This is an optimization exercise on Yosys and OpenROAD, whose aim is small area, a short achievable clock period and few clock cycles per item, not a production implementation. Only simulation tests tie the RTL to the original design; equivalence was not proved. The clock port is modelled as an ideal driver; clocking choices that lean on that would not hold on a real chip. No activity file was given, so power comes from the tool's default toggle rates.

==> garnet: inputs <==
Design mem_stage_top, start of the top module:
module mem_stage_top (
    input  logic                     i_clk,
    input  logic                     i_rst_n,
    input  logic                     i_cpu_req,
    input  logic                     i_cpu_we,
    input  logic [1:0]               i_cpu_size,
    input  logic                     i_cpu_unsigned,
    input  logic [32-1:0]   i_cpu_addr,
    input  logic [32-1:0]   i_cpu_wdata,
    output logic                     o_cpu_ack,
    output logic                     o_cpu_err,
    output logic [32-1:0]   o_cpu_rdata,
    input  logic                     i_dma_cyc,
    input  logic                     i_dma_stb,
    input  logic                     i_dma_we,
    input  logic [4-1:0]    i_dma_sel,
    input  logic [32-1:0]   i_dma_addr,
    input  logic [32-1:0]   i_dma_data,
    output logic                     o_dma_ack,
    output logic                     o_dma_err,
    output logic [32-1:0]   o_dma_data,
    input  logic [32-1:0]       i_gpio,
    output logic [32-1:0]       o_gpio
);
Settings: LEC_CHECK=0, ABC_CLOCK_PERIOD_IN_PS=2000, CAP_MARGIN=20, CORE_AREA=5 5 640 1012, CTS_CLUSTER_DIAMETER=60, CTS_CLUSTER_SIZE=30, DIE_AREA=0 0 645 1017, PLACE_DENSITY=0.7, SETUP_SLACK_MARGIN=3.0, SLEW_MARGIN=20, SYNTH_HIERARCHICAL=1, SYNTH_MEMORY_MAX_BITS=16384; clock period 10.0 ns.
standard.sh (not shown) runs the stock make flow with config.mk's settings and CLKGATE_MAP_FILE= SYNTH_SCRIPT=/design/flow/synth_recipe.tcl, a recipe that flattens the netlist after the stock synthesis.
==> flow/flow/run.sh <==
#!/bin/bash
# Standard synthesis and floorplan; the RAM's flip-flops and first read gates
# placed as a regular array (one row per word, one column per bit); standard
# placement, CTS and routing, with an extra setup repair after placement and
# after CTS. Each step's output goes to its own log here.
set -euo pipefail
export RAM_SLOT=40 RAM_GROWS=4
R=orfs/results/sky130hd/mem_stage_top/base
bash standard.sh synth floorplan > 1_synth_floorplan.log 2>&1
FP_ODB=$R/2_floorplan.odb openroad -no_init -exit flow/place_ram.tcl > 2_place_ram.log 2>&1
bash standard.sh place > 3_place.log 2>&1
bash standard.sh run RUN_SCRIPT=$PWD/flow/opt.tcl RUN_LOG_NAME_STEM=opt_place \
  OPT_STAGE=3_place OPT_MARGIN=3.0 > 4_opt_place.log 2>&1
bash standard.sh cts > 5_cts.log 2>&1
bash standard.sh run RUN_SCRIPT=$PWD/flow/opt.tcl RUN_LOG_NAME_STEM=opt_cts \
  OPT_STAGE=4_cts OPT_MARGIN=3.0 > 6_opt_cts.log 2>&1
bash standard.sh > 7_finish.log 2>&1
Other scripts of this flow, unchanged in this note and not shown: flow/flow/opt.tcl, flow/flow/place_ram.tcl
==> onyx: changes against garnet <==
--- a/flow/design.v
+++ b/flow/design.v
@@ -51,11 +51,11 @@
     logic                   byte_sz, half_sz, word_sz;
     logic [3:0]             lsel, lsel_r, ssel, ssel_r;
     logic                   h_lo, h_hi, h_lo_r, h_hi_r, word_r;
     logic [32-1:0] gal;
     logic                   gsign;
-    logic [3:1]             sign;
+    logic [7:2]             sign;
     always_comb begin
         case (i_size)
             2'd0:    o_sel = 4'b0001 << i_off;
             2'd1:    o_sel = i_off[1] ? 4'b1100 : 4'b0011;
             default: o_sel = 4'b1111;
@@ -118,11 +118,11 @@
             gal[15:8]  = ({8{h_lo}} & i_c_gval[15:8]) | ({8{h_hi}} & i_c_gval[31:24]) |
                          {8{byte_sz && gsign}};
             gal[31:16] = ({16{word_sz}} & i_c_gval[31:16]) | {16{!word_sz && gsign}};
         end
     end
-    for (genvar y = 1; y < 4; y++) begin : g_sign
+    for (genvar y = 2; y < 8; y++) begin : g_sign
         rd_sign u_sign (
             .i_ssel (ssel_r),
             .i_q0   ({half_w[0][31], half_w[0][23], half_w[0][15], half_w[0][7]}),
             .i_q1   ({half_w[1][31], half_w[1][23], half_w[1][15], half_w[1][7]}),
             .o_sign (sign[y])
@@ -141,22 +141,22 @@
         rd_out_mid u_out (
             .i_sel  ({h_hi_r, h_lo_r}),
             .i_q0   ({half_w[0][16+j], half_w[0][j]}),
             .i_q1   ({half_w[1][16+j], half_w[1][j]}),
             .i_ext  (byte_sz),
-            .i_sign (sign[1]),
+            .i_sign (sign[j / 4]),
             .i_e    (gal[j]),
             .o_y    (o_cpu_rdata[j])
         );
     end
     for (genvar j = 16; j < 32; j++) begin : g_b23
         rd_out_hi u_out (
             .i_sel  (word_r),
             .i_q0   (half_w[0][j]),
             .i_q1   (half_w[1][j]),
             .i_ext  (!word_sz),
-            .i_sign (sign[j / 8]),
+            .i_sign (sign[j / 4]),
             .i_e    (gal[j]),
             .o_y    (o_cpu_rdata[j])
         );
     end
     assign o_dma_rdata = ({32{!i_d_gpio}} & (half_w[0] | half_w[1])) |
@@ -317,11 +317,12 @@
     assign o_bad  = !(o_ram || o_gpio) || (o_gpio && i_we && i_addr[2]);
 endmodule
 `timescale 1ns/1ns
 module data_ram (
     input  logic                       i_clk,
-    input  logic [255:0]               i_rsel,
+    input  logic [255:0]               i_rsel_lo,
+    input  logic [255:0]               i_rsel_hi,
     output logic [21:0][32-1:0] o_part,
     input  logic [1:0][6:0]            i_waddr,
     input  logic [1:0][4-1:0] i_wsel,
     input  logic [1:0][32-1:0] i_wdata
 );
@@ -353,18 +354,19 @@
         end
     end
     for (genvar g = 0; g < GROUPS; g++) begin : g_grp
         if (3*g + 2 < WORDS) begin : g_full
             ram_rd_aoi3 u_aoi (
-                .i_sel  (i_rsel[3*g +: 3]),
+                .i_sel_lo (i_rsel_lo[3*g +: 3]),
+                .i_sel_hi (i_rsel_hi[3*g +: 3]),
                 .i_d0   (mem[3*g]),
                 .i_d1   (mem[3*g+1]),
                 .i_d2   (mem[3*g+2]),
                 .o_y_n  (grp_n[g])
             );
         end else begin : g_one
-            assign grp_n[g] = ~({32{i_rsel[3*g]}} & mem[3*g]);
+            assign grp_n[g] = ~({{16{i_rsel_hi[3*g]}}, {16{i_rsel_lo[3*g]}}} & mem[3*g]);
         end
     end
     for (genvar k = 0; k < 22; k++) begin : g_part
         if (4*k + 3 < GROUPS) begin : g_full
             ram_nand4 u_nand (
@@ -385,19 +387,20 @@
     output logic [4-1:0] o_en
 );
     assign o_en = ~({4{i_row_n}} | i_lane_n);
 endmodule
 module ram_rd_aoi3 (
-    input  logic [2:0]             i_sel,
+    input  logic [2:0]             i_sel_lo,
+    input  logic [2:0]             i_sel_hi,
     input  logic [32-1:0] i_d0,
     input  logic [32-1:0] i_d1,
     input  logic [32-1:0] i_d2,
     output logic [32-1:0] o_y_n
 );
-    assign o_y_n = ~(({32{i_sel[0]}} & i_d0) |
-                     ({32{i_sel[1]}} & i_d1) |
-                     ({32{i_sel[2]}} & i_d2));
+    assign o_y_n = ~(({{16{i_sel_hi[0]}}, {16{i_sel_lo[0]}}} & i_d0) |
+                     ({{16{i_sel_hi[1]}}, {16{i_sel_lo[1]}}} & i_d1) |
+                     ({{16{i_sel_hi[2]}}, {16{i_sel_lo[2]}}} & i_d2));
 endmodule
 module ram_nand4 (
     input  logic [32-1:0] i_a,
     input  logic [32-1:0] i_b,
     input  logic [32-1:0] i_c,
@@ -478,11 +481,11 @@
     logic                   rd_cpu;
     logic                   urg_rd;
     logic [1:0]             wb_cpu, wb_dma;
     logic                   gw_cpu, gw_dma;
     logic [15:0]            c_hi, c_lo, d_hi, d_lo;
-    logic [255:0]           rsel;
+    logic [255:0]           rsel_lo, rsel_hi;
     logic [21:0][32-1:0] part;
     logic [1:0][6:0]        waddr;
     logic [1:0][4-1:0] wsel;
     logic [1:0][32-1:0] wdata;
     assign d_req = i_dma_cyc && i_dma_stb;
@@ -559,25 +562,33 @@
         .i_we  (i_cpu_we),
         .i_blk (urg_rd),
         .i_a   (i_dma_addr[9:6]),
         .o_sel (d_hi)
     );
-    ram_sel u_sel (
+    ram_sel u_sel_lo (
         .i_c_hi (c_hi),
         .i_c_lo (c_lo),
         .i_d_hi (d_hi),
         .i_d_lo (d_lo),
-        .o_sel  (rsel)
+        .o_sel  (rsel_lo)
+    );
+    ram_sel u_sel_hi (
+        .i_c_hi (c_hi),
+        .i_c_lo (c_lo),
+        .i_d_hi (d_hi),
+        .i_d_lo (d_lo),
+        .o_sel  (rsel_hi)
     );
     for (genvar b = 0; b < 2; b++) begin : g_bank
         assign waddr[b] = wb_cpu[b] ? i_cpu_addr[8:2] : i_dma_addr[8:2];
         assign wsel[b]  = wb_cpu[b] ? c_sel : (wb_dma[b] ? i_dma_sel : '0);
         assign wdata[b] = wb_cpu[b] ? c_wdata : i_dma_data;
     end
     data_ram u_ram (
         .i_clk   (i_clk),
-        .i_rsel  (rsel),
+        .i_rsel_lo (rsel_lo),
+        .i_rsel_hi (rsel_hi),
         .o_part  (part),
         .i_waddr (waddr),
         .i_wsel  (wsel),
         .i_wdata (wdata)
     );
--- a/flow/flow/run.sh
+++ b/flow/flow/run.sh
@@ -9,9 +9,10 @@
 bash standard.sh synth floorplan > 1_synth_floorplan.log 2>&1
 FP_ODB=$R/2_floorplan.odb openroad -no_init -exit flow/place_ram.tcl > 2_place_ram.log 2>&1
 bash standard.sh place > 3_place.log 2>&1
 bash standard.sh run RUN_SCRIPT=$PWD/flow/opt.tcl RUN_LOG_NAME_STEM=opt_place \
   OPT_STAGE=3_place OPT_MARGIN=3.0 > 4_opt_place.log 2>&1
-bash standard.sh cts > 5_cts.log 2>&1
+# CTS as the standard flow runs it, without dummy loads
+bash standard.sh cts "CTS_ARGS=-sink_clustering_enable -repair_clock_nets -sink_clustering_size 30 -sink_clustering_max_diameter 60 -dont_use_dummy_load" > 5_cts.log 2>&1
 bash standard.sh run RUN_SCRIPT=$PWD/flow/opt.tcl RUN_LOG_NAME_STEM=opt_cts \
   OPT_STAGE=4_cts OPT_MARGIN=3.0 > 6_opt_cts.log 2>&1
 bash standard.sh > 7_finish.log 2>&1
==> results.txt <==
Of garnet and onyx, garnet has the higher total power (gap 5.4%, measured against onyx).
Of onyx and garnet, garnet has the higher worst hold slack (gap 46 ps).
In flip-flop and latch count, onyx and garnet do not differ.
In die area, onyx and garnet do not differ.
Area after synthesis: onyx is higher than garnet (about 0.4%).
Against garnet, the first-iteration DRC count of onyx is higher by 0.75%.
Against garnet, the via count of onyx is larger by about 1.1%.
In onyx the register-to-register slack is worse than in garnet, by 40 ps.
Between garnet and onyx, the lower clock skew is in garnet (gap 2.4 ps).
==> figures <==
	garnet	onyx
Share of cell area taken by flip-flops and latches	71.6%	72.2%
GR met2 Demand/Resource	31.0%	32.1%
Result of the run	timing/DRC/antenna clean	timing/DRC/antenna clean
Worst-Margin Slew	1330 ps	1320 ps
Non-Filler Instances	25,400	25,300
Arr. time, crit path	6180 ps	5970 ps
Starting DRT DRC Count	44,900	45,200
Fmax	122 MHz	125 MHz
Capture point of the worst path	o_cpu_rdata[6]	o_cpu_rdata[16]
Post-synth net total	15,700	15,900
Detail-routed net length per standard cell	38.0 µm	37.6 µm
Antenna violations before repair	56	48
Total routed wire length on the met1 layer	455,000 µm	439,000 µm
Final weighted congestion in routability-driven placement	0.967	1.10
VDD IR max	154 µV	162 µV
Comb power	0.00274 W	0.00267 W
Clock Skews	60.9 ps	63.3 ps
Clock network area share	4.21%	3.09%
Non-clock buffering overhead in the final layout	5.75%	5.00%
Number of global-route vias before repair	153,000	157,000
Testbench counts of garnet, summed over its fixed seeds: cycles 3,200, items 4,800.
Testbench counts of onyx, summed over its fixed seeds: cycles 3,200, items 4,800.

[port drivers added, routing unchanged]
In the flow no input, the clock included, has a driving cell. The finished layouts below were timed again as built, in two steps. Step 1 sets driving cells, clkbuf_16 on the clock port and buf_2 on the other inputs (assumed; they add their load-dependent delay and slew). Step 2 times the ports against the registers' clock, not the clock port: input delays grow and output delays shrink by t, the midpoint of the rising clock arrivals with the driver on. Three values: no drivers, after step 1, after step 2; two values: the first two.
run	t (ns)	setup WS [ns]	worst setup path after step 2
garnet	1.206	1.822 / 1.546 / 1.546	input to output
onyx	1.173	2.026 / 1.904 / 1.904	input to output
After both steps every run listed still meets setup and hold. For garnet, which loses most, drivers alone change the setup slack by -0.276 ns; drivers and shift together by -0.276 ns.
